What follows belongs to an exercise in optimizing a design on an open flow for small area, a short achievable clock period and few clock cycles per item; a production flow would make more cautious choices. Function was checked by simulation only, so behaviour that the tests miss may differ from the original. Power is estimated from default activity; no workload was simulated.

==> flow/run.sh <==
#!/bin/bash
set -euo pipefail
W=$(cd "$(dirname "$0")/.." && pwd)
cd "$W"
MARGIN=6.4
{ cat config.mk; echo "export SETUP_SLACK_MARGIN = $MARGIN"; } > flow_config.mk
sed "s|DESIGN_CONFIG=[^ ]*|DESIGN_CONFIG=$W/flow_config.mk|" standard.sh > flow_standard.sh
bash flow_standard.sh > flow_make.log 2>&1
==> config.mk <==
export PLATFORM = sky130hd
export DESIGN_NAME = idct_block
export DESIGN_NICKNAME = idct_block
export VERILOG_FILES = /design/flow/design.v
export SDC_FILE = /design/flow/constraint.sdc
export NUM_CORES = 4
export LEC_CHECK = 0
export CAP_MARGIN = 20
export CORE_MARGIN = 2
export CORE_UTILIZATION = 62
export CTS_CLUSTER_DIAMETER = 100
export CTS_CLUSTER_SIZE = 24
export PLACE_DENSITY_LB_ADDON = 0.15
export SLEW_MARGIN = 20
==> design.v <==
`timescale 1ns/10ps
`default_nettype none
module idct_block (
    input  logic        CLOCK,
    input  logic        Resetn,
    input  logic        in_valid,
    input  logic [15:0] in_data,
    output logic        in_ready,
    output logic        out_valid,
    output logic [31:0] out_data,
    input  logic        out_ready
);
    logic [2:0]  ph;           
    logic [5:0]  wn;           
    logic        xv;           
    logic        ldp;          
    logic [2:0]  ldk;          
    logic        sv;           
    logic [2:0]  sk;           
    logic        w_xfer;       
    logic        sfull;        
    logic        obv;          
    logic [5:0]  ow;           
    logic        out_load;
    logic        obe;
    logic        in_take;
    logic        d_act, d_first, d_xfer;
    logic [5:0]  wn_nx;
    logic        pv1;          
    logic        w_act, w_first, w_cp;
    logic [2:0]  w_k;
    logic        d_cp;
    logic [7:0]  m0;           
    logic        done_all;
    logic        clr0, cpy0;   
    assign in_take  = in_valid && in_ready;
    assign set_sready = (ph == 3'd4) && d_act && (sk == 3'd7);
    assign wn_nx    = wn + {5'd0, in_take};
    logic        o_src_s, sready, obusy, o_start, o_last, set_sready;
    assign out_load = obv && (ph + 3'd1 == ow[2:0]) && (!out_valid || out_ready);
    assign o_last   = out_load && (ow == 6'd63);
    assign o_start  = sready && (!obv || o_last);
    assign o_src_s  = (ow[5:3] == 3'd0);
    assign done_all = &(m0 | {((clr0 || cpy0) && (ph == 3'd4)), 7'd0});
    assign obe      = !obusy;    
    always_comb begin
        d_act = 1'b0; d_first = 1'b0; d_xfer = 1'b0; d_cp = !done_all;
        if (!done_all) begin
            d_act = 1'b0;
        end else if (sv && (sk != 3'd0)) begin
            d_act = 1'b1;
        end else if (sv && (!sfull || obe)) begin
            d_act = 1'b1; d_first = 1'b1; d_xfer = sfull;
        end else if (sfull && obe) begin
            d_xfer = 1'b1;
        end
    end
    always_ff @(posedge CLOCK or negedge Resetn) begin
        if (!Resetn) begin
            ph       <= 3'd7;
            wn       <= '0;
            in_ready <= 1'b0;
            xv       <= 1'b0;
            ldp      <= 1'b0;
            ldk      <= '0;
            sv       <= 1'b0;
            sk       <= '0;
            w_xfer   <= 1'b0;
            w_act    <= 1'b0;
            w_first  <= 1'b0;
            w_cp     <= 1'b0;
            w_k      <= '0;
            sfull    <= 1'b0;
            sready   <= 1'b0;
            obusy    <= 1'b0;
            obv      <= 1'b0;
            ow       <= '0;
            out_valid <= 1'b0;
        end else begin
            ph <= ph + 3'd1;
            wn <= wn_nx;
            in_ready <= (ph + 3'd1 == wn_nx[2:0]) && !((wn_nx[2:0] == 3'd7) && sv);
            xv  <= in_take;
            ldp <= pv1 && (ph == 3'd1);
            if (pv1 && (ph == 3'd1)) ldk <= wn[5:3] - 3'd1;
            if (ldp) begin
                sv <= 1'b1;
                sk <= ldk;
            end
            if (ph == 3'd4) begin
                w_xfer <= d_xfer;
                w_act  <= d_act;
                w_first <= d_first;
                w_cp   <= d_cp;
                w_k    <= sk;
                if (d_act) sv <= 1'b0;
                if (d_act && (sk == 3'd7)) sfull <= 1'b1;
                else if (d_xfer) sfull <= 1'b0;
            end
            if ((ph == 3'd4) && d_xfer) obusy <= 1'b1;
            else if (o_last) obusy <= 1'b0;
            if (o_start) begin
                obv    <= 1'b1;
                ow     <= '0;
                sready <= 1'b0;
            end else begin
                if (set_sready) sready <= 1'b1;
                if (out_load) begin
                    ow <= ow + 6'd1;
                    if (ow == 6'd63) obv <= 1'b0;
                end
            end
            if (out_load) out_valid <= 1'b1;
            else if (out_ready) out_valid <= 1'b0;
        end
    end
    logic a473_1, a362_1, b196_1;    
    always_ff @(posedge CLOCK or negedge Resetn) begin
        if (!Resetn) begin a473_1 <= 1'b0; a362_1 <= 1'b0; b196_1 <= 1'b0; end
        else begin
            a473_1 <= (ph == 3'd2) || (ph == 3'd6);
            a362_1 <= (ph == 3'd0) || (ph == 3'd4);
            b196_1 <= (ph == 3'd2) || (ph == 3'd6);
        end
    end
    logic signed [15:0] m1_b1;
    logic signed [17:0] m1_b3;
    logic signed [18:0] m1_b5;
    logic [3:0][16:0] m1_q;
    logic [2:0] m1_zb;
    logic [3:0] m1_zs;
    logic signed [25:0] m1_x1, m1_x3, m1_x5, m1_pa, m1_pb, m1_pc, m1_pd;
    always_ff @(posedge CLOCK) begin
        m1_b1 <= $signed(in_data);
        m1_b3 <= 18'($signed(in_data)) + (18'($signed(in_data)) <<< 1);
        m1_b5 <= 19'($signed(in_data)) + (19'($signed(in_data)) <<< 2);
        m1_zb <= {(in_data[5:0] == 6'd0), (in_data[6:0] == 7'd0), (in_data[7:0] == 8'd0)};
    end
    assign m1_x1 = 26'(m1_b1);
    assign m1_x3 = 26'(m1_b3);
    assign m1_x5 = 26'(m1_b5);
    assign m1_pa = (a362_1 ? (m1_x5 <<< 6) : (m1_x1 <<< 9))
                  + (a362_1 ? (m1_x5 <<< 3) : ~(a473_1 ? (m1_x5 <<< 3) : (m1_x5 <<< 1)))
                  + (a473_1 ? m1_x1 : (a362_1 ? (m1_x1 <<< 1) : 26'sd0))
                  + 26'({25'd0, !a362_1});
    assign m1_pb = (b196_1 ? (m1_x3 <<< 6) : (m1_x3 <<< 7))
                  + (b196_1 ? (m1_x1 <<< 2) : (m1_x5 <<< 3))
                  + (b196_1 ? 26'sd0 : (m1_x1 <<< 1));
    assign m1_pc = (m1_x1 <<< 8) + (m1_x1 <<< 5) - (m1_x1 <<< 2);   
    assign m1_pd = (m1_x5 <<< 4) + (m1_x5 <<< 2);                    
    always_ff @(posedge CLOCK) begin
        m1_q[0] <= 17'(m1_pa >>> 8);
        m1_q[1] <= 17'(m1_pb >>> 8);
        m1_q[2] <= 17'(m1_pc >>> 8);
        m1_q[3] <= 17'(m1_pd >>> 8);
        m1_zs <= {m1_zb[2], m1_zb[2], (b196_1 ? m1_zb[2] : m1_zb[1]), (a473_1 ? m1_zb[0] : m1_zb[1])};
    end
    logic        clr1;             
    logic [3:0][3:0] sel1;         
    logic [7:0]  neg1;             
    logic [2:0]  n1n;
    assign n1n = ph - 3'd1;
    always_ff @(posedge CLOCK or negedge Resetn) begin
        if (!Resetn) begin
            pv1 <= 1'b0; clr1 <= 1'b0; sel1 <= '0; neg1 <= '0;
        end else begin
            pv1  <= xv;
            clr1 <= xv && (n1n == 3'd0);
            sel1 <= '0; neg1 <= '0;
            if (xv) begin
                case (n1n)
                    3'd0: begin sel1[0] <= 4'd1; sel1[1] <= 4'd1; sel1[2] <= 4'd1; sel1[3] <= 4'd1; neg1 <= 8'b00000000; end
                    3'd1: begin sel1[0] <= 4'd1; sel1[1] <= 4'd2; sel1[2] <= 4'd4; sel1[3] <= 4'd8; neg1 <= 8'b11110000; end
                    3'd2: begin sel1[0] <= 4'd1; sel1[1] <= 4'd2; sel1[2] <= 4'd2; sel1[3] <= 4'd1; neg1 <= 8'b00111100; end
                    3'd3: begin sel1[0] <= 4'd2; sel1[1] <= 4'd8; sel1[2] <= 4'd1; sel1[3] <= 4'd4; neg1 <= 8'b10001110; end
                    3'd4: begin sel1[0] <= 4'd1; sel1[1] <= 4'd1; sel1[2] <= 4'd1; sel1[3] <= 4'd1; neg1 <= 8'b01100110; end
                    3'd5: begin sel1[0] <= 4'd4; sel1[1] <= 4'd1; sel1[2] <= 4'd8; sel1[3] <= 4'd2; neg1 <= 8'b10110010; end
                    3'd6: begin sel1[0] <= 4'd2; sel1[1] <= 4'd1; sel1[2] <= 4'd1; sel1[3] <= 4'd2; neg1 <= 8'b01011010; end
                    3'd7: begin sel1[0] <= 4'd8; sel1[1] <= 4'd4; sel1[2] <= 4'd2; sel1[3] <= 4'd1; neg1 <= 8'b10101010; end
                    default: ;
                endcase
            end
        end
    end
    logic [3:0][16:0] t1q;
    logic [3:0]       t1z;
    always_comb begin
        for (int i = 0; i < 4; i++) begin
            t1q[i] = '0; t1z[i] = 1'b0;
            for (int j = 0; j < 4; j++) t1q[i] = t1q[i] | (m1_q[j] & {17{sel1[i][j]}});
            t1z[i] = |(sel1[i] & m1_zs);
        end
    end
    logic [7:0][9:0] tlo, thi, thi_nx;
    logic [7:0]      tcy;
    logic [3:0][6:0] t1hd;            
    logic [7:0]      neg1d;
    logic            clr1d;
    always_comb begin
        thi_nx[0] = 10'((({(clr1d ? 10'd0 : thi[0]), 1'b1}) + {({{3{t1hd[0][6]}}, t1hd[0]} ^ {10{neg1d[0]}}), tcy[0]}) >> 1);
        thi_nx[1] = 10'((({(clr1d ? 10'd0 : thi[1]), 1'b1}) + {({{3{t1hd[1][6]}}, t1hd[1]} ^ {10{neg1d[1]}}), tcy[1]}) >> 1);
        thi_nx[2] = 10'((({(clr1d ? 10'd0 : thi[2]), 1'b1}) + {({{3{t1hd[2][6]}}, t1hd[2]} ^ {10{neg1d[2]}}), tcy[2]}) >> 1);
        thi_nx[3] = 10'((({(clr1d ? 10'd0 : thi[3]), 1'b1}) + {({{3{t1hd[3][6]}}, t1hd[3]} ^ {10{neg1d[3]}}), tcy[3]}) >> 1);
        thi_nx[4] = 10'((({(clr1d ? 10'd0 : thi[4]), 1'b1}) + {({{3{t1hd[3][6]}}, t1hd[3]} ^ {10{neg1d[4]}}), tcy[4]}) >> 1);
        thi_nx[5] = 10'((({(clr1d ? 10'd0 : thi[5]), 1'b1}) + {({{3{t1hd[2][6]}}, t1hd[2]} ^ {10{neg1d[5]}}), tcy[5]}) >> 1);
        thi_nx[6] = 10'((({(clr1d ? 10'd0 : thi[6]), 1'b1}) + {({{3{t1hd[1][6]}}, t1hd[1]} ^ {10{neg1d[6]}}), tcy[6]}) >> 1);
        thi_nx[7] = 10'((({(clr1d ? 10'd0 : thi[7]), 1'b1}) + {({{3{t1hd[0][6]}}, t1hd[0]} ^ {10{neg1d[7]}}), tcy[7]}) >> 1);
    end
    always_ff @(posedge CLOCK or negedge Resetn) begin
        if (!Resetn) begin
            neg1d <= '0; clr1d <= 1'b0;
        end else begin
            neg1d <= neg1; clr1d <= clr1;
        end
    end
    always_ff @(posedge CLOCK) begin
        for (int i = 0; i < 4; i++) t1hd[i] <= t1q[i][16:10];
        {tcy[0], tlo[0]} <= 11'((({1'b0, (clr1 ? 10'd0 : tlo[0]), 1'b1}) + {1'b0, (t1q[0][9:0] ^ {10{neg1[0]}}), neg1[0] & t1z[0]}) >> 1);
        thi[0] <= thi_nx[0];
        {tcy[1], tlo[1]} <= 11'((({1'b0, (clr1 ? 10'd0 : tlo[1]), 1'b1}) + {1'b0, (t1q[1][9:0] ^ {10{neg1[1]}}), neg1[1] & t1z[1]}) >> 1);
        thi[1] <= thi_nx[1];
        {tcy[2], tlo[2]} <= 11'((({1'b0, (clr1 ? 10'd0 : tlo[2]), 1'b1}) + {1'b0, (t1q[2][9:0] ^ {10{neg1[2]}}), neg1[2] & t1z[2]}) >> 1);
        thi[2] <= thi_nx[2];
        {tcy[3], tlo[3]} <= 11'((({1'b0, (clr1 ? 10'd0 : tlo[3]), 1'b1}) + {1'b0, (t1q[3][9:0] ^ {10{neg1[3]}}), neg1[3] & t1z[3]}) >> 1);
        thi[3] <= thi_nx[3];
        {tcy[4], tlo[4]} <= 11'((({1'b0, (clr1 ? 10'd0 : tlo[4]), 1'b1}) + {1'b0, (t1q[3][9:0] ^ {10{neg1[4]}}), neg1[4] & t1z[3]}) >> 1);
        thi[4] <= thi_nx[4];
        {tcy[5], tlo[5]} <= 11'((({1'b0, (clr1 ? 10'd0 : tlo[5]), 1'b1}) + {1'b0, (t1q[2][9:0] ^ {10{neg1[5]}}), neg1[5] & t1z[2]}) >> 1);
        thi[5] <= thi_nx[5];
        {tcy[6], tlo[6]} <= 11'((({1'b0, (clr1 ? 10'd0 : tlo[6]), 1'b1}) + {1'b0, (t1q[1][9:0] ^ {10{neg1[6]}}), neg1[6] & t1z[1]}) >> 1);
        thi[6] <= thi_nx[6];
        {tcy[7], tlo[7]} <= 11'((({1'b0, (clr1 ? 10'd0 : tlo[7]), 1'b1}) + {1'b0, (t1q[0][9:0] ^ {10{neg1[7]}}), neg1[7] & t1z[0]}) >> 1);
        thi[7] <= thi_nx[7];
    end
    logic [7:0][19:0] stg;
    always_ff @(posedge CLOCK) begin
        for (int j = 0; j < 7; j++) stg[j] <= ldp ? {thi_nx[j], tlo[j]} : stg[j+1];
        stg[7] <= ldp ? {thi_nx[7], tlo[7]} : stg[0];
    end
    logic a473_2, a362_2, b196_2;    
    always_ff @(posedge CLOCK or negedge Resetn) begin
        if (!Resetn) begin a473_2 <= 1'b0; a362_2 <= 1'b0; b196_2 <= 1'b0; end
        else if (ph == 3'd3) begin
            a473_2 <= (sk == 3'd2) || (sk == 3'd6);
            a362_2 <= (sk == 3'd0) || (sk == 3'd4);
            b196_2 <= (sk == 3'd2) || (sk == 3'd6);
        end
    end
    logic signed [19:0] m2_b1;
    logic signed [21:0] m2_b3;
    logic signed [22:0] m2_b5;
    logic [3:0][20:0] m2_q;
    logic [2:0] m2_zb;
    logic [3:0] m2_zs;
    logic signed [29:0] m2_x1, m2_x3, m2_x5, m2_pa, m2_pb, m2_pc, m2_pd;
    always_ff @(posedge CLOCK) begin
        m2_b1 <= $signed(stg[0]);
        m2_b3 <= 22'($signed(stg[0])) + (22'($signed(stg[0])) <<< 1);
        m2_b5 <= 23'($signed(stg[0])) + (23'($signed(stg[0])) <<< 2);
        m2_zb <= {(stg[0][5:0] == 6'd0), (stg[0][6:0] == 7'd0), (stg[0][7:0] == 8'd0)};
    end
    assign m2_x1 = 30'(m2_b1);
    assign m2_x3 = 30'(m2_b3);
    assign m2_x5 = 30'(m2_b5);
    assign m2_pa = (a362_2 ? (m2_x5 <<< 6) : (m2_x1 <<< 9))
                  + (a362_2 ? (m2_x5 <<< 3) : ~(a473_2 ? (m2_x5 <<< 3) : (m2_x5 <<< 1)))
                  + (a473_2 ? m2_x1 : (a362_2 ? (m2_x1 <<< 1) : 30'sd0))
                  + 30'({29'd0, !a362_2});
    assign m2_pb = (b196_2 ? (m2_x3 <<< 6) : (m2_x3 <<< 7))
                  + (b196_2 ? (m2_x1 <<< 2) : (m2_x5 <<< 3))
                  + (b196_2 ? 30'sd0 : (m2_x1 <<< 1));
    assign m2_pc = (m2_x1 <<< 8) + (m2_x1 <<< 5) - (m2_x1 <<< 2);   
    assign m2_pd = (m2_x5 <<< 4) + (m2_x5 <<< 2);                    
    always_ff @(posedge CLOCK) begin
        m2_q[0] <= 21'(m2_pa >>> 8);
        m2_q[1] <= 21'(m2_pb >>> 8);
        m2_q[2] <= 21'(m2_pc >>> 8);
        m2_q[3] <= 21'(m2_pd >>> 8);
        m2_zs <= {m2_zb[2], m2_zb[2], (b196_2 ? m2_zb[2] : m2_zb[1]), (a473_2 ? m2_zb[0] : m2_zb[1])};
    end
    logic        clr2;             
    logic [3:0][3:0] sel2;         
    logic [7:0]  neg2;
    always_ff @(posedge CLOCK or negedge Resetn) begin
        if (!Resetn) begin
            clr2 <= 1'b0; sel2 <= '0; neg2 <= '0;
        end else if (ph == 3'd4) begin
            clr2 <= d_first;
            sel2 <= '0; neg2 <= '0;
            if (d_act) begin
                case (sk)
                    3'd0: begin sel2[0] <= 4'd1; sel2[1] <= 4'd1; sel2[2] <= 4'd1; sel2[3] <= 4'd1; neg2 <= 8'b00000000; end
                    3'd1: begin sel2[0] <= 4'd1; sel2[1] <= 4'd2; sel2[2] <= 4'd4; sel2[3] <= 4'd8; neg2 <= 8'b11110000; end
                    3'd2: begin sel2[0] <= 4'd1; sel2[1] <= 4'd2; sel2[2] <= 4'd2; sel2[3] <= 4'd1; neg2 <= 8'b00111100; end
                    3'd3: begin sel2[0] <= 4'd2; sel2[1] <= 4'd8; sel2[2] <= 4'd1; sel2[3] <= 4'd4; neg2 <= 8'b10001110; end
                    3'd4: begin sel2[0] <= 4'd1; sel2[1] <= 4'd1; sel2[2] <= 4'd1; sel2[3] <= 4'd1; neg2 <= 8'b01100110; end
                    3'd5: begin sel2[0] <= 4'd4; sel2[1] <= 4'd1; sel2[2] <= 4'd8; sel2[3] <= 4'd2; neg2 <= 8'b10110010; end
                    3'd6: begin sel2[0] <= 4'd2; sel2[1] <= 4'd1; sel2[2] <= 4'd1; sel2[3] <= 4'd2; neg2 <= 8'b01011010; end
                    3'd7: begin sel2[0] <= 4'd8; sel2[1] <= 4'd4; sel2[2] <= 4'd2; sel2[3] <= 4'd1; neg2 <= 8'b10101010; end
                    default: ;
                endcase
            end
        end
    end
    logic [3:0]  sel0;
    logic        neg0;
    logic [2:0]  c_nx, c_now;
    logic        nx_act, nx_first, nx_cp, pend_nx;
    logic [2:0]  nx_k;
    logic [5:0]  ow_nx;
    logic        obv_nx, sready_nx;
    assign c_nx     = ph - 3'd4;
    assign c_now    = ph - 3'd5;
    assign nx_act   = (ph == 3'd4) ? d_act   : w_act;
    assign nx_first = (ph == 3'd4) ? d_first : w_first;
    assign nx_cp    = (ph == 3'd4) ? d_cp    : w_cp;
    assign nx_k     = (ph == 3'd4) ? sk      : w_k;
    assign ow_nx    = o_start ? 6'd0 : (ow + {5'd0, out_load});
    assign obv_nx   = o_start || (obv && !o_last);
    assign sready_nx = !o_start && (sready || set_sready);
    assign pend_nx  = sready_nx || (obv_nx && (ow_nx[5:3] == 3'd0) && (ow_nx[2:0] <= c_nx));
    always_ff @(posedge CLOCK or negedge Resetn) begin
        if (!Resetn) begin
            sel0 <= '0; neg0 <= 1'b0; clr0 <= 1'b0; cpy0 <= 1'b0; m0 <= 8'hff;
        end else begin
            sel0 <= '0; neg0 <= 1'b0; clr0 <= 1'b0; cpy0 <= 1'b0;
            if (nx_act && nx_first) begin
                if (!pend_nx) begin sel0 <= 4'd1; clr0 <= 1'b1; end
            end else if (nx_act) begin
                case (nx_k)
                    3'd0: begin sel0 <= 4'd1; neg0 <= 1'b0; end
                    3'd1: begin sel0 <= 4'd1; neg0 <= 1'b0; end
                    3'd2: begin sel0 <= 4'd1; neg0 <= 1'b0; end
                    3'd3: begin sel0 <= 4'd2; neg0 <= 1'b0; end
                    3'd4: begin sel0 <= 4'd1; neg0 <= 1'b0; end
                    3'd5: begin sel0 <= 4'd4; neg0 <= 1'b0; end
                    3'd6: begin sel0 <= 4'd2; neg0 <= 1'b0; end
                    3'd7: begin sel0 <= 4'd8; neg0 <= 1'b0; end
                    default: ;
                endcase
            end else if (nx_cp && !m0[c_nx] && !pend_nx) begin
                cpy0 <= 1'b1;
            end
            if ((ph == 3'd4) && d_first) m0 <= '0;
            else if (clr0 || cpy0) m0[c_now] <= 1'b1;
        end
    end
    logic [20:0] t0q;
    logic        t0z;
    always_comb begin
        t0q = '0;
        for (int j = 0; j < 4; j++) t0q = t0q | (m2_q[j] & {21{sel0[j]}});
        t0z = |(sel0 & m2_zs);
    end
    logic [3:0][20:0] t2q;
    logic [3:0]       t2z;
    always_comb begin
        for (int i = 0; i < 4; i++) begin
            t2q[i] = '0; t2z[i] = 1'b0;
            for (int j = 0; j < 4; j++) t2q[i] = t2q[i] | (m2_q[j] & {21{sel2[i][j]}});
            t2z[i] = |(sel2[i] & m2_zs);
        end
    end
    logic [7:0][7:0][22:0] sr;    
    logic [7:1][7:0][22:0] ob;    
    logic [7:0][12:0] rlo;
    logic [7:0][10:0] rhi;
    logic [7:0]       rcy;
    logic [3:0][8:0]  t2hd;           
    logic [8:0]       t0hd;
    logic [7:0]       neg2d;
    logic             clr2d, neg0d, clr0d, cpy0d;
    always_ff @(posedge CLOCK or negedge Resetn) begin
        if (!Resetn) begin
            neg2d <= '0; clr2d <= 1'b0; neg0d <= 1'b0; clr0d <= 1'b0; cpy0d <= 1'b0;
        end else begin
            neg2d <= neg2; clr2d <= clr2; neg0d <= neg0; clr0d <= clr0; cpy0d <= cpy0;
        end
    end
    always_comb begin
        rlo[0] = 13'((({1'b0, (cpy0 ? sr[7][0][11:0] : (clr0 ? 12'd0 : sr[0][0][11:0])), 1'b1}) + {1'b0, (t0q[11:0] ^ {12{neg0}}), neg0 & t0z}) >> 1);
        rhi[0] = 11'((({(cpy0d ? sr[7][7][22:12] : (clr0d ? 11'd0 : sr[0][7][22:12])), 1'b1}) + {({{2{t0hd[8]}}, t0hd} ^ {11{neg0d}}), rcy[0]}) >> 1);
        rlo[1] = 13'((({1'b0, (clr2 ? 12'd0 : sr[1][0][11:0]), 1'b1}) + {1'b0, (t2q[1][11:0] ^ {12{neg2[1]}}), neg2[1] & t2z[1]}) >> 1);
        rhi[1] = 11'((({(clr2d ? 11'd0 : sr[1][7][22:12]), 1'b1}) + {({{2{t2hd[1][8]}}, t2hd[1]} ^ {11{neg2d[1]}}), rcy[1]}) >> 1);
        rlo[2] = 13'((({1'b0, (clr2 ? 12'd0 : sr[2][0][11:0]), 1'b1}) + {1'b0, (t2q[2][11:0] ^ {12{neg2[2]}}), neg2[2] & t2z[2]}) >> 1);
        rhi[2] = 11'((({(clr2d ? 11'd0 : sr[2][7][22:12]), 1'b1}) + {({{2{t2hd[2][8]}}, t2hd[2]} ^ {11{neg2d[2]}}), rcy[2]}) >> 1);
        rlo[3] = 13'((({1'b0, (clr2 ? 12'd0 : sr[3][0][11:0]), 1'b1}) + {1'b0, (t2q[3][11:0] ^ {12{neg2[3]}}), neg2[3] & t2z[3]}) >> 1);
        rhi[3] = 11'((({(clr2d ? 11'd0 : sr[3][7][22:12]), 1'b1}) + {({{2{t2hd[3][8]}}, t2hd[3]} ^ {11{neg2d[3]}}), rcy[3]}) >> 1);
        rlo[4] = 13'((({1'b0, (clr2 ? 12'd0 : sr[4][0][11:0]), 1'b1}) + {1'b0, (t2q[3][11:0] ^ {12{neg2[4]}}), neg2[4] & t2z[3]}) >> 1);
        rhi[4] = 11'((({(clr2d ? 11'd0 : sr[4][7][22:12]), 1'b1}) + {({{2{t2hd[3][8]}}, t2hd[3]} ^ {11{neg2d[4]}}), rcy[4]}) >> 1);
        rlo[5] = 13'((({1'b0, (clr2 ? 12'd0 : sr[5][0][11:0]), 1'b1}) + {1'b0, (t2q[2][11:0] ^ {12{neg2[5]}}), neg2[5] & t2z[2]}) >> 1);
        rhi[5] = 11'((({(clr2d ? 11'd0 : sr[5][7][22:12]), 1'b1}) + {({{2{t2hd[2][8]}}, t2hd[2]} ^ {11{neg2d[5]}}), rcy[5]}) >> 1);
        rlo[6] = 13'((({1'b0, (clr2 ? 12'd0 : sr[6][0][11:0]), 1'b1}) + {1'b0, (t2q[1][11:0] ^ {12{neg2[6]}}), neg2[6] & t2z[1]}) >> 1);
        rhi[6] = 11'((({(clr2d ? 11'd0 : sr[6][7][22:12]), 1'b1}) + {({{2{t2hd[1][8]}}, t2hd[1]} ^ {11{neg2d[6]}}), rcy[6]}) >> 1);
        rlo[7] = 13'((({1'b0, (clr2 ? 12'd0 : sr[7][0][11:0]), 1'b1}) + {1'b0, (t2q[0][11:0] ^ {12{neg2[7]}}), neg2[7] & t2z[0]}) >> 1);
        rhi[7] = 11'((({(clr2d ? 11'd0 : sr[7][7][22:12]), 1'b1}) + {({{2{t2hd[0][8]}}, t2hd[0]} ^ {11{neg2d[7]}}), rcy[7]}) >> 1);
    end
    always_ff @(posedge CLOCK) begin
        for (int i = 0; i < 4; i++) t2hd[i] <= t2q[i][20:12];
        t0hd <= t0q[20:12];
        for (int r = 0; r < 8; r++) begin
            for (int j = 0; j < 6; j++) sr[r][j] <= sr[r][j+1];
            sr[r][6] <= {rhi[r], sr[r][7][11:0]};
            sr[r][7] <= {sr[r][0][22:12], rlo[r][11:0]};
            rcy[r]   <= rlo[r][12];
        end
        for (int r = 1; r < 8; r++) begin
            for (int j = 0; j < 7; j++) ob[r][j] <= ob[r][j+1];
            ob[r][7] <= w_xfer ? sr[r][0] : ob[r][0];
        end
    end
    logic [22:0] o_q;
    always_ff @(posedge CLOCK) begin
        if (out_load) begin
            case (o_src_s ? 3'd0 : ow[5:3])
                3'd1: o_q <= ob[1][6];
                3'd2: o_q <= ob[2][6];
                3'd3: o_q <= ob[3][6];
                3'd4: o_q <= ob[4][6];
                3'd5: o_q <= ob[5][6];
                3'd6: o_q <= ob[6][6];
                3'd7: o_q <= ob[7][6];
                default: o_q <= sr[0][6];
            endcase
        end
    end
    assign out_data = {{9{o_q[22]}}, o_q};
endmodule
`default_nettype wire
==> constraint.sdc <==
create_clock -name core_clock -period 10.0 [get_ports {CLOCK}]
set_input_delay 2.0000 -clock core_clock [delete_from_list [all_inputs] [get_ports {CLOCK}]]
set_output_delay 2.0000 -clock core_clock [all_outputs]
set_load 0.01 [all_outputs]
==> standard.sh <==
#!/bin/bash
# synth_recipe.tcl (not shown) runs the flow's synth.tcl, then flattens the netlist and writes it again
# the make line also repeats each setting of config.mk as NAME=value (left out here)
make -C /OpenROAD-flow-scripts/flow DESIGN_CONFIG=/design/flow/config.mk WORK_HOME=/design/flow/orfs CLKGATE_MAP_FILE= SYNTH_SCRIPT=/design/flow/synth_recipe.tcl "${@:-finish}"
==> reports/results.txt, run 1 <==
Tcrit/Tclk final = 37.1%
first-pass GRT wire length = 399000 um
largest net degree at the start of global routing = 88
routability cong. = 0.952
Final Cell Area = 0.127 mm2
cell chain of the critical path = buf_8, clkbuf_16, buf_4, mux2i_1, a21boi_1, fa_1, inv_1, ha_2, or3_1, nor3_2, or3_4, a21oi_4, o21a_1, o21a_1, or4_1, nand3_1
ranking of synthesized cells by area = dfxtp_1, ha_1, xnor2_1
Root Buffer = clkbuf_16
drt via density = 5.49
DRC = 0
Die Ht = 436 um
post-synth top area share = 59.5%
worst-path maximum fanout = 7
post-synthesis average cell area = 12.3 um2
Leak = 55.2 nW
worst hold slack = 0.310 ns
register area share after synthesis = 62.6%
post-route antenna net violation count = 0
CTS Buffer Depth = 3
max frequency = 269 MHz
startpoint types = flop
DP Worst Slack = 4.29 ns
Mapped Cells = 9411
GRT overflow = 0
switch share = 29.8%
Initial DRT Pass Iterations = 6
DP Wirelength = 188000 um
slew at the pin closest to its max-slew limit = 1.08 ns
Worst path most repeated cell = o21a_1
Setup CP Type = reg2reg
total die area = 0.190 mm2
YS warnings = 1
Logic pwr share = 22.6%
commonest non-fill, non-tap cell in the layout = dfxtp_1
Slew Limit Fails = 0
number of global-route vias before repair = 66050
Final Worst Setup Slack = 6.29 ns
nets@finish = 10342
Worst Hold Class = reg2reg
CP Capture Type = flop
TritonCTS Buffers = 169
Syn Nets = 10206
routed len/inst = 22.0 um
most used flip-flop cell after synthesis = dfxtp_1
cell area after synthesis = 0.116 mm2
Clk pwr share = 24.6%
Fin Setup TNS = 0 ns
global routing usage summed across all routing layers = 27.5%
placed cell count = 11717
RSZ-0062 raised after global routing = true
Final Setup Violations = 0
Initial Util = 62.4%
Flop pwr share = 52.8%
die width = 436 um
Worst-Skew Late Latency = 0.88 ns
initial antenna violation count = 12
total chip power = 30.6 mW
Int Power = 21.4 mW
setup slack, reg-to-reg = 6.29 ns
Netlist cell types = 82
switching power = 9.11 mW
Yosys reg bits = 3576
Synth async-reset ratio = 3.19%
outcome = finished clean
# rows = 158
CTS tree = built
Setup Skew = 0.0410 ns
Worst IR Drop VDD = 0.000216 V
largest area contributor in the netlist = dfxtp_1
most frequent cells in the layout = dfxtp_1, ha_1, nand2_1, xnor2_1
fraction of layout cells with a size suffix above 1 = 11.8%
Crit path required time = 10.81 ns
Post-DP Area = 0.119 mm2
number of flops mapped to enable cells by yosys = 23
headroom to the max-slew limit = 28.1%
post-layout util = 68.4%
Area Overhead vs Synth = 9.60%
Port Buf Inserts = 53
CP max-delay cell = dfrtp_4
Fin. Hold Viols = 0
I/O pins = 54
Max Cap Viol = 0
minimum clock period = 3.71 ns
area of the core = 0.185 mm2
total clock sinks = 3576
Non-Filler Instances = 12084
final wirelength = 266000 um
Crit path largest cell delay = 0.53 ns
Worst Path Arrival = 4.52 ns
Iteration-0 DRC Markers = 4884
H-tree depth = 4
power per cell area = 241 mW/mm2
Clk pin slew, worst setup/hold paths = 0.10 ns
via count = 66349
cell type report:
type | instances | area, um2
clock inverter | 20 | 374
clock buffer | 202 | 4380
fill | 13313 | 58600
tap | 2480 | 3100
inverter | 372 | 1490
sequential | 3576 | 72500
antenna | 6 | 15.0
timing repair buffer | 243 | 2540
multi-input combinational | 5185 | 42400
what timing repair did:
item / 4_1_cts / 5_1_grt
buffers inserted: 66 / 60
resized for setup: 366 / 230
pin swaps: 39 / 89
setup endpoints to repair: 233 / 119
gates cloned: 9 / 4
hold buffers: 0 / 0
Yosys cell counts (26+ instances only):
library cell  instances
a221oi_1             34
mux2_2              347
buf_1                36
xor2_1              238
nor3_1               87
nor2_1              393
a211oi_1             37
a21boi_0             38
nand2b_1             46
nor2b_1             384
xnor2_1             523
mux2i_1              29
a21oi_1             378
o21ai_0             207
inv_1               363
nand3_1              83
a21o_1              132
fa_1                138
clkbuf_1            230
dfrtp_1             103
ha_1                637
a22oi_1             325
o21bai_1            125
dfxtp_1            3439
o21a_1               69
nand2_1             534
a22o_1               53
or3_1                26
worst max-delay path, delay by kind of cell (launching register included):
family,cells,cell delay (ns)
adders and majority gates,2,0.67
AOI/OAI and AO/OA,4,0.57
DFF,1,0.53
and+or+nand+nor,5,1.25
muxes,1,0.13
buffers and inverters,4,0.49
final timing paths:
path | startpoint | endpoint | cells after the start
setup / recovery | a473_2$_DFFE_PN0N_ | m2_q[15]$_DFF_P_ | 16
hold / removal | sr[901]$_DFF_P_ | sr[878]$_DFF_P_ | 0
setup reg to reg | a473_2$_DFFE_PN0N_ | m2_q[15]$_DFF_P_ | 16
hold reg to reg | sr[901]$_DFF_P_ | sr[878]$_DFF_P_ | 0
max in group asynchronous | Resetn | neg2d[7]$_DFF_PN0_ | 2
min in group asynchronous | Resetn | a362_1$_DFF_PN0_ | 1
power by group through the flow:
stage          clock (mW)  sequential, mW  combinational [mW]
5_1_grt              8.17            16.2                7.57
3_3_place_gp            0            16.4                6.03
4_1_cts              7.67            16.1                6.52
3_5_place_dp            0            16.4                6.19
6_report             7.53            16.1                6.89
2_1_floorplan           0            16.0                4.64
cells by family (layout without fill, tap and decap cells):
kind of cell | count (synthesis) | after routing | synth area share [%]
AOI/OAI and AO/OA | 1559 | 1559 | 9.08
and+or+nand+nor | 1690 | 1690 | 7.07
other | 0 | 6 | 0
buffers and inverters | 650 | 837 | 2.15
DFF | 3576 | 3576 | 62.6
muxes | 400 | 400 | 4.10
xor gates and xnor gates | 761 | 761 | 5.76
adders and majority gates | 775 | 775 | 9.28
registers in the layout, summed over array words and instances, names as in the netlist, 9 cells and up:
signal  count
m2_b3      20
t2hd       36
o_q        23
tlo        80
sel2       12
stg       160
sel1       12
m1_b5      18
t1hd       28
m2_b5      22
m1_q       67
t0hd        9
m1_b1      14
ob       1288
sr       1472
thi        80
m2_q       83
m1_b3      16
m2_b1      18
routing by layer:
metal	global-route usage (%)	up-vias	wire length, um
met5	0	-	92
met4	10.3	10	10400
met3	3.97	439	13700
met2	44.1	1788	121000
met1	37.9	32181	120000
li1	-	31931	-
Testbench counts, summed over its fixed seeds: cycles 6,720, blocks 96.
==> run 2, diff against run 1 <==
==> flow/run.sh (replaced) <==
#!/bin/bash
set -euo pipefail
W=$(cd "$(dirname "$0")/.." && pwd)
cd "$W"
MARGIN=6.4
{
  cat config.mk
  echo "export SETUP_SLACK_MARGIN = $MARGIN"
  echo "export BUFFER_PORTS_ARGS = -buffer_cell sky130_fd_sc_hd__buf_4"
} > flow_config.mk
sed "s|DESIGN_CONFIG=[^ ]*|DESIGN_CONFIG=$W/flow_config.mk|" standard.sh > flow_standard.sh
bash flow_standard.sh > flow_make.log 2>&1
==> reports/results.txt, run 2 <==
minimum clock period = 3.70 ns
Crit path required time = 10.77 ns
headroom to the max-slew limit = 27.1%
Mapped Cells = 9411
critical path's top delay family = compound AO/OA/AOI/OAI gates
worst hold slack = 0.292 ns
Flop pwr share = 52.3%
number of flops mapped to enable cells by yosys = 23
Final Worst Setup Slack = 6.30 ns
Worst path most repeated cell = buf_6
number of global-route vias before repair = 66425
Crit path largest cell delay = 0.51 ns
Post-DP Area = 0.119 mm2
largest area contributor in the netlist = dfxtp_1
Final Cell Area = 0.127 mm2
Logic pwr share = 23.1%
Fin. Hold Viols = 0
Largest register FFs = 1472
Slew Limit Fails = 0
total chip power = 30.7 mW
Netlist cell types = 82
CTS tree = built
RSZ-0062 raised after global routing = true
register with the most flip-flops = sr
routed len/inst = 21.8 um
Area Overhead vs Synth = 9.56%
ranking of synthesized cells by area = dfxtp_1, ha_1, xnor2_1
Tcrit/Tclk final = 37.0%
die width = 436 um
post-synth top area share = 59.5%
Clk pwr share = 24.6%
largest net degree at the start of global routing = 85
Port Buf Inserts = 53
Yosys reg bits = 3576
TritonCTS Buffers = 169
Commonest cells post-synth = dfxtp_1, ha_1, nand2_1
first-pass GRT wire length = 394000 um
Iteration-0 DRC Markers = 4980
fraction of layout cells with a size suffix above 1 = 12.0%
switching power = 9.20 mW
cell chain of the critical path = buf_6, buf_16, buf_16, mux2_4, fa_1, ha_4, o21ai_4, a221oi_2, o21a_1, o32ai_4, o31ai_4, o41ai_2, buf_4, buf_6, buf_6, xnor2_2
post-route antenna net violation count = 0
I/O pins = 54
Clk pin slew, worst setup/hold paths = 0.10 ns
Final Setup Violations = 0
DP Worst Slack = 4.77 ns
commonest non-fill, non-tap cell in the layout = dfxtp_1
post-synthesis average cell area = 12.3 um2
Synth async-reset ratio = 3.19%
initial antenna violation count = 18
most used flip-flop cell after synthesis = dfxtp_1
most frequent cells in the layout = dfxtp_1, ha_1, nand2_1, xnor2_1, nor2_1
CP Capture Type = flop
CP max-delay cell = fa_1
startpoint types = flop
Worst IR Drop VDD = 0.000215 V
# rows = 158
Max Cap Viol = 0
outcome = finished clean
slew at the pin closest to its max-slew limit = 1.09 ns
YS warnings = 1
area of the core = 0.185 mm2
drt via density = 5.49
Worst-Skew Late Latency = 0.88 ns
max frequency = 271 MHz
power per cell area = 242 mW/mm2
Root Buffer = clkbuf_16
Worst Hold Class = reg2reg
Buf+Inv Stages, Crit Path = 6
worst-path maximum fanout = 5
global routing usage summed across all routing layers = 27.1%
Worst Path Arrival = 4.46 ns
Die Ht = 436 um
CTS Buffer Depth = 3
register area share after synthesis = 62.6%
Leak = 55.2 nW
total die area = 0.190 mm2
Initial Util = 62.4%
H-tree depth = 4
cell area after synthesis = 0.116 mm2
Setup Skew = 0.0536 ns
switch share = 29.9%
Initial DRT Pass Iterations = 7
nets@finish = 10326
via count = 66269
total clock sinks = 3576
routability cong. = 0.963
Setup CP Type = reg2reg
Hold Buf Count CTS = 0
Syn Nets = 10206
largest registers = sr: 1472 flops, ob: 1288 flops, stg: 160 flops
final wirelength = 263000 um
Fin Setup TNS = 0 ns
DP Wirelength = 185000 um
top-count cell post-synth = dfxtp_1
GRT overflow = 0
DRC = 0
Int Power = 21.5 mW
==> run 2: cell count changes in the layout (fill, tap and decap cells not counted), moves of 7 or more <==
cell and delta:
o21ai_2 +12, nand2_2 +7, buf_2 -12, buf_4 +24
o21ai_1 -11, nand2_1 -8, clkdlybuf4s50_1 -11, clkdlybuf4s15_1 -8
a21oi_1 +10, a21oi_2 -10
==> run 2: logic make-up (layout without fill, tap and decap cells) <==
logic type	Yosys count	count (layout)	synth area share [%]
AO/OA/AOI/OAI	1559	1559	9.08
buffers and inverters	650	821	2.15
adder cells (fa/ha/maj)	775	775	9.28
multiplexers	400	400	4.10
flip-flops	3576	3576	62.6
XOR/XNOR	761	761	5.76
AND/OR/NAND/NOR	1690	1690	7.07
other	0	4	0
==> run 2: worst paths after layout <==
| path | start | endpoint | slack (ns) | depth (start not counted) |
|---|---|---|---|---|
| max in group asynchronous | Resetn | ldp$_DFF_PN0_ | 7.30 | 3 |
| setup / recovery | a473_2$_DFFE_PN0N_ | m2_q[39]$_DFF_P_ | 6.30 | 16 |
| min in group asynchronous | Resetn | a473_1$_DFF_PN0_ | 0.99 | 1 |
| hold reg to reg | sr[40]$_DFF_P_ | sr[17]$_DFF_P_ | 0.29 | 0 |
| setup reg to reg | a473_2$_DFFE_PN0N_ | m2_q[39]$_DFF_P_ | 6.30 | 16 |
| hold / removal | sr[40]$_DFF_P_ | sr[17]$_DFF_P_ | 0.29 | 0 |
==> run 2: timing repair <==
item / 4_1_cts / 5_1_grt
gates cloned: 11 / 6
setup buffers: 61 / 43
endpoints found under the setup margin: 206 / 104
hold endpoints to repair: 0 / 0
resized for setup: 260 / 221
pin swaps: 61 / 99
==> run 2: cell type report <==
class                   instances  area, um2
diodes                          4       10.0
clock buffers                 199       4370
clock inverters                23        405
fillers                     13348      58700
inverters                     372       1490
multi-input cells            5185      42400
flip-flops and latches       3576      72500
well taps                    2480       3100
repair buffers                227       2450
==> run 2: routing by layer <==
layer	vias to the layer above	wire length [um]	global-route usage (%)
met5	-	21	0
met4	4	10500	9.95
met3	483	13500	3.74
met2	1711	120000	43.7
met1	32140	119000	37.3
li1	31931	-	-
==> run 2: per-stage QoR <==
| stage | instances | util (%) |
|---|---|---|
| 2_1_floorplan | 9411 | - |
| 3_3_place_gp | 11719 | 64.0 |
| 3_5_place_dp | 11719 | 64.0 |
| 4_1_cts | 12013 | 67.6 |
| 5_1_grt | 12062 | 68.4 |
| 6_report | 12066 | 68.4 |
==> run 2: worst register-to-register path, delay by kind of cell (launching register included) <==
kind	cells	cell delay (ns)
flip-flops	1	0.45
XOR/XNOR	1	0.12
buffers and inverters	6	0.78
AO/OA/AOI/OAI	6	1.13
adder cells (fa/ha/maj)	2	0.83
multiplexers	1	0.31
==> run 2: power by group through the flow <==
stage	sequential [mW]	combinational (mW)	clock, mW
after global routing	16.2	7.78	8.19
after floorplan	16.0	4.64	0
after CTS	16.0	6.68	7.70
after global placement	16.3	6.11	0
final	16.1	7.09	7.56
after detailed placement	16.4	6.28	0
==> run 3, diff against run 2 <==
--- a/flow/run.sh
+++ b/flow/run.sh
@@ -4,3 +4,3 @@
 cd "$W"
-MARGIN=6.4
+MARGIN=6.6
 {
==> reports/results.txt, run 3 <==
Setup Skew = 0.0447 ns
placed cell count = 11710
CTS tree = built
drt via density = 5.52
adder-cell share of the synthesized area = 9.28%
CTS Buffer Depth = 3
Slew Limit Fails = 0
Clk pin slew, worst setup/hold paths = 0.10 ns
register with the most flip-flops = sr
DP Wirelength = 185000 um
number of global-route vias before repair = 67108
Mapped Cells = 9411
Hold Crit Start = ob[299]$_DFF_P_
CP max-delay cell = dfrtp_4
fraction of layout cells with a size suffix above 1 = 14.5%
nets@finish = 10408
Max Cap Viol = 0
Netlist cell types = 82
simple logic cell fraction of the synthesized area = 7.07%
register area share after synthesis = 62.6%
Crit path required time = 10.79 ns
global routing usage summed across all routing layers = 27.3%
Crit path largest cell delay = 0.52 ns
Fin. Hold Viols = 0
post-route antenna net violation count = 0
post-synthesis mux area share = 4.10%
die width = 436 um
Port Buf Inserts = 53
via count = 67049
Compound-Gate Fraction of Synth Area = 9.08%
area of the core = 0.185 mm2
worst r2r src = a473_2$_DFFE_PN0N_
Fill cells = 13143
final wirelength = 266000 um
Die Ht = 436 um
Worst Path Arrival = 4.60 ns
worst-path maximum fanout = 6
Initial DRT Pass Iterations = 6
max frequency = 263 MHz
GRT overflow = 0
Synth async-reset ratio = 3.19%
Fin Setup TNS = 0 ns
Yosys reg bits = 3576
Largest register FFs = 1472
DRC = 0
routability cong. = 0.953
R2R Path End = m2_q[15]$_DFF_P_
first-pass GRT wire length = 398000 um
Worst-Skew Late Latency = 0.87 ns
Hold EP = ob[276]$_DFF_P_
initial antenna violation count = 9
TritonCTS Buffers = 168
Syn Nets = 10206
YS warnings = 1
Leak = 55.8 nW
setup slack, reg-to-reg = 6.20 ns
number of flops mapped to enable cells by yosys = 23
post-synthesis average cell area = 12.3 um2
Post-Synth XOR/XNOR Area = 5.76%
CP Capture Type = flop
total clock sinks = 3576
ranking of synthesized cells by area = dfxtp_1, ha_1, xnor2_1
cell chain of the critical path = buf_12, buf_16, nor2_4, buf_4, nand2_1, nand2_1, fa_1, ha_2, a21oi_2, o22ai_1, or2_4, a21oi_4, a21oi_4, buf_4, o21a_1, o21a_1, or4_1, nand3_1
minimum clock period = 3.80 ns
Worst Hold Class = reg2reg
post-synth top area share = 59.5%
H-tree depth = 4
largest area contributor in the netlist = dfxtp_1
startpoint types = flop
commonest non-fill, non-tap cell in the layout = dfxtp_1
top-count cell post-synth = dfxtp_1
largest registers = sr: 1472 flops, ob: 1288 flops, stg: 160 flops
R2R depth = 18
Initial Util = 62.4%
Area Overhead vs Synth = 11.0%
most used flip-flop cell after synthesis = dfxtp_1
Worst IR Drop VDD = 0.000227 V
cell area after synthesis = 0.116 mm2
total die area = 0.190 mm2
# rows = 158
I/O pins = 54
Root Buffer = clkbuf_16
most frequent cells in the layout = dfxtp_1, ha_1, nand2_1, xnor2_1, nor2_1
power per cell area = 242 mW/mm2
Non-Filler Instances = 12147
Tcrit/Tclk final = 38.0%
Setup CP Type = reg2reg
Final Setup Violations = 0
Iteration-0 DRC Markers = 5254
Commonest cells post-synth = dfxtp_1, ha_1, nand2_1
largest net degree at the start of global routing = 111
largest family of logic cells by synthesized area = adder cells
slew at the pin closest to its max-slew limit = 1.06 ns
outcome = finished clean
headroom to the max-slew limit = 29.5%
RSZ-0062 raised after global routing = true
routed len/inst = 21.9 um
hold path depth = 0
run 3: cell counts after synthesis:
No cell type changed its count.
run 3: worst max-delay path, delay by kind of cell (launching register included):
family                     cells  cell delay, ns
and+or+nand+nor                6            1.10
AOI/OAI and AO/OA              6            0.89
adders and majority gates      2            0.64
buffers and inverters          4            0.60
DFF                            1            0.52
run 3: per-stage QoR:
step	util (%)	setup WS, ns	instance area [um2]	power [mW]	hold WS [ns]
2_1_floorplan	-	5.47	116000	20.7	0.310
3_3_place_gp	64.1	4.83	119000	22.4	0.309
3_5_place_dp	64.1	4.88	119000	22.6	0.312
4_1_cts	68.2	6.31	126000	30.5	0.295
5_1_grt	69.3	6.10	128000	32.4	0.304
6_report	69.3	6.20	128000	31.1	0.299
run 3: area by class of cell:
cell class,count,area [um2],share of cell area (%)
Sequential cell,3576,72600,56.5
Inverter,372,1510,1.18
Clock inverter,14,265,0.207
Multi-Input combinational cell,5186,43200,33.7
Antenna cell,5,12.5,0.00974
Timing Repair Buffer,309,3290,2.56
Clock buffer,205,4420,3.44
Tap cell,2480,3100,2.42
run 3: where the power goes:
part / total, mW / internal [mW] / switching, mW
logic: 7.48 / 3.40 / 4.08
registers: 16.1 / 15.2 / 0.882
clock network: 7.47 / 3.19 / 4.28
total: 31.1 / 21.8 / 9.25
run 3: cells by family (layout without fill, tap and decap cells):
group,count (synthesis),after routing
flops,3576,3576
simple gates,1690,1691
buf+inv,650,900
mux,400,400
other cells,0,5
compound gates,1559,1559
xor+xnor,761,761
fa+ha+maj,775,775
run 3: what timing repair did:
action | 4_1_cts | 5_1_grt
setup endpoints to repair | 311 | 170
hold buffers | 0 | 0
cloned | 12 | 3
setup buffers | 110 | 87
gates resized for setup | 437 | 290
pin swaps | 102 | 121
run 3: routing by layer:
layer,up-vias,wire length (um),global-route usage [%]
li1,32077,-,-
met1,32565,118000,37.2
met2,1862,121000,43.8
met3,543,14100,4.08
met4,2,12500,11.6
met5,-,7,0
run 3: how the worst max path moves through the flow:
| stage | from | endpoint | slack (ns) | cells after the start |
|---|---|---|---|---|
| 6_report | a473_2$_DFFE_PN0N_ | m2_q[15]$_DFF_P_ | 6.20 | 18 |
| 2_1_floorplan | out_ready | sel0[0]$_DFF_PN0_ | 5.47 | 15 |
| 4_1_cts | a473_2$_DFFE_PN0N_ | m2_q[20]$_DFF_P_ | 6.31 | 14 |
| 5_1_grt | a473_2$_DFFE_PN0N_ | m2_q[15]$_DFF_P_ | 6.10 | 18 |
| 3_3_place_gp | out_ready | sel0[0]$_DFF_PN0_ | 4.83 | 16 |
| 3_5_place_dp | out_ready | sel0[0]$_DFF_PN0_ | 4.88 | 16 |
==> run 4, diff against run 3 <==
--- a/flow/run.sh
+++ b/flow/run.sh
@@ -4,3 +4,3 @@
 cd "$W"
-MARGIN=6.6
+MARGIN=6.4
 {
--- a/config.mk
+++ b/config.mk
@@ -9,6 +9,6 @@
 export CORE_MARGIN = 2
-export CORE_UTILIZATION = 62
+export CORE_UTILIZATION = 70
 export CTS_CLUSTER_DIAMETER = 100
 export CTS_CLUSTER_SIZE = 24
-export PLACE_DENSITY_LB_ADDON = 0.15
+export PLACE_DENSITY_LB_ADDON = 0.1
 export SLEW_MARGIN = 20
==> reports/results.txt, run 4 <==
outcome = finished clean
Iteration-0 DRC Markers = 6477
drt via density = 5.91
post-route antenna net violation count = 0
YS warnings = 1
Compound-Gate Fraction of Synth Area = 9.08%
ranking of synthesized cells by area = dfxtp_1, ha_1, xnor2_1
headroom to the max-slew limit = 5.38%
switching power = 9.44 mW
initial antenna violation count = 25
Slew Limit Fails = 0
Netlist cell types = 82
Root Buffer = clkbuf_16
post-synth top area share = 59.5%
Clk pwr share = 24.7%
most used flip-flop cell after synthesis = dfxtp_1
Crit path required time = 10.77 ns
Worst Path Arrival = 4.62 ns
register area share after synthesis = 62.6%
GRT overflow = 0
Largest register FFs = 1472
Fin Setup TNS = 0 ns
worst-path maximum fanout = 6
area of the core = 0.165 mm2
Yosys reg bits = 3576
routed len/inst = 25.6 um
CP Capture Type = flop
largest family of logic cells by synthesized area = adder cells
CTS Buffer Depth = 3
H-tree depth = 4
Setup Skew = 0.0823 ns
TritonCTS Buffers = 167
simple logic cell fraction of the synthesized area = 7.07%
max frequency = 260 MHz
minimum clock period = 3.85 ns
Final Setup Violations = 0
number of global-route vias before repair = 70369
Logic pwr share = 22.9%
most frequent cells in the layout = dfxtp_1, ha_1, nand2_1, xnor2_1
Fin. Hold Viols = 0
Area Overhead vs Synth = 9.35%
Initial DRT Pass Iterations = 9
largest net degree at the start of global routing = 130
setup slack, reg-to-reg = 6.15 ns
cell area after synthesis = 0.116 mm2
post-synthesis average cell area = 12.3 um2
hold path depth = 0
Worst-Skew Late Latency = 0.92 ns
DRC = 0
Mapped Cells = 9411
register with the most flip-flops = sr
first-pass GRT wire length = 436000 um
largest area contributor in the netlist = dfxtp_1
I/O pins = 54
commonest non-fill, non-tap cell in the layout = dfxtp_1
Initial Util = 70.3%
startpoint types = flop
nets@finish = 10345
die width = 411 um
power per cell area = 244 mW/mm2
adder-cell share of the synthesized area = 9.28%
post-synthesis mux area share = 4.10%
Tcrit/Tclk final = 38.5%
Port Buf Inserts = 53
Synth async-reset ratio = 3.19%
Leak = 55.3 nW
Max Cap Viol = 0
slew at the pin closest to its max-slew limit = 1.41 ns
Syn Nets = 10206
Clk pin slew, worst setup/hold paths = 0.10 ns
final wirelength = 302000 um
global routing usage summed across all routing layers = 34.4%
Die Ht = 411 um
RSZ-0062 raised after global routing = true
total die area = 0.169 mm2
Worst Hold Class = reg2reg
fraction of layout cells with a size suffix above 1 = 12.4%
number of flops mapped to enable cells by yosys = 23
worst hold slack = 0.304 ns
largest registers = sr: 1472 flops, ob: 1288 flops, stg: 160 flops
Int Power = 21.4 mW
total clock sinks = 3576
DP Wirelength = 193000 um
switch share = 30.6%
via count = 69638
Worst IR Drop VDD = 0.000311 V
Post-Synth XOR/XNOR Area = 5.76%
Commonest cells post-synth = dfxtp_1, ha_1, nand2_1
# rows = 149
CTS tree = built
Flop pwr share = 52.3%
Setup CP Type = reg2reg
top-count cell post-synth = dfxtp_1
routability cong. = 0.985
R2R depth = 14
-- run 4: cell counts after synthesis --
No cell type changed its count.
-- run 4: layout make-up --
class	instances	area (um2)
repair inverters	1	8.76
repair buffers	247	2480
inverters	372	1500
fillers	9629	38100
multi-input cells	5185	42600
well taps	2189	2740
clock buffers	202	4330
clock inverters	16	297
flip-flops and latches	3576	72500
diodes	3	7.51
-- run 4: final timing paths --
check | from | endpoint
setup / recovery | sel2[12]$_DFFE_PN0P_ | sr[908]$_DFF_P_
hold / removal | sr[619]$_DFF_P_ | sr[596]$_DFF_P_
setup reg to reg | sel2[12]$_DFFE_PN0P_ | sr[908]$_DFF_P_
hold reg to reg | sr[619]$_DFF_P_ | sr[596]$_DFF_P_
max in group asynchronous | Resetn | neg2d[1]$_DFF_PN0_
min in group asynchronous | Resetn | a473_1$_DFF_PN0_
-- run 4: timing repair --
action                                  CTS  global route
endpoints found under the setup margin  202           117
pin swaps                                58            84
hold buffers                              0             0
gates resized for setup                 274           226
setup buffers                            76            64
gates cloned                             10             1
-- run 4: cell families after synthesis --
logic type	count (synthesis)
flops	3576
simple gates	1690
compound gates	1559
fa+ha+maj	775
xor+xnor	761
buf+inv	650
mux	400
-- run 4: per-layer routing --
metal  track usage [%]  wire length (um)  part of all wire, %
met4              16.1             17500                  5.8
met3              6.13             20500                  6.8
met5                 0                91                0.030
met1              44.9            123000                   41
met2              56.0            142000                   47
-- run 4: stage by stage --
stage	total power, mW	std cells	utilization (%)	setup WS [ns]	cell area, um2
floorplan	20.6	9411	-	5.47	116000
global placement	22.4	11418	71.9	4.83	118000
detailed placement	22.6	11418	71.9	4.79	118000
CTS	30.3	11722	75.9	6.20	125000
global route	32.1	11789	76.9	6.04	127000
finish	30.8	11791	76.9	6.15	127000
-- run 4: power groups by stage --
stage | sequential [mW] | clock (mW) | combinational (mW)
after floorplan | 16.0 | 0 | 4.64
after global placement | 16.4 | 0 | 6.03
after detailed placement | 16.4 | 0 | 6.23
after CTS | 16.1 | 7.57 | 6.66
after global routing | 16.2 | 8.15 | 7.73
final | 16.1 | 7.63 | 7.08
-- run 4: worst max-delay path, cell delays in order (launching register included) --
cell and delay, ns:
dfrtp_4 0.55, a22oi_1 0.26, nand2_2 0.13, xnor2_2 0.19
fa_2 0.44, a21o_1 0.23, a21oi_2 0.21, o21bai_2 0.11
a21oi_2 0.21, nor2b_1 0.11, o21a_1 0.25, o31a_1 0.31
o41ai_2 0.38, buf_4 0.23, xnor2_1 0.16

## port drivers added, routing unchanged
The flow's constraints put no driver on any port. The routed layouts listed below were extracted and timed again, unchanged, in two steps. Step 1 (the two cells are an assumption about what drives the block):
set clk [get_ports {CLOCK}]
set_driving_cell -lib_cell sky130_fd_sc_hd__clkbuf_16 $clk
set_driving_cell -lib_cell sky130_fd_sc_hd__buf_2 [delete_from_list [all_inputs] $clk]
Step 2 times the ports against the registers' clock, not the clock port: input delays grow and output delays shrink by t, the midpoint of the rising clock arrivals with the driver on. a / b / c = ideal / step 1 / step 2; a / b = the first two.
run	shift t [ns]	setup WS [ns]	clock arrival spread, ns
run 1	0.956	6.289 / 6.215 / 5.451	0.048 / 0.048
run 2	0.948	6.304 / 6.304 / 5.690	0.054 / 0.054
run 3	0.933	6.198 / 6.198 / 5.725	0.049 / 0.049
run 4	0.952	6.150 / 6.150 / 5.624	0.087 / 0.087
After both steps every run listed still meets setup and hold. For run 1, which loses most, drivers alone change the setup slack by -0.074 ns; drivers and shift together by -0.838 ns.
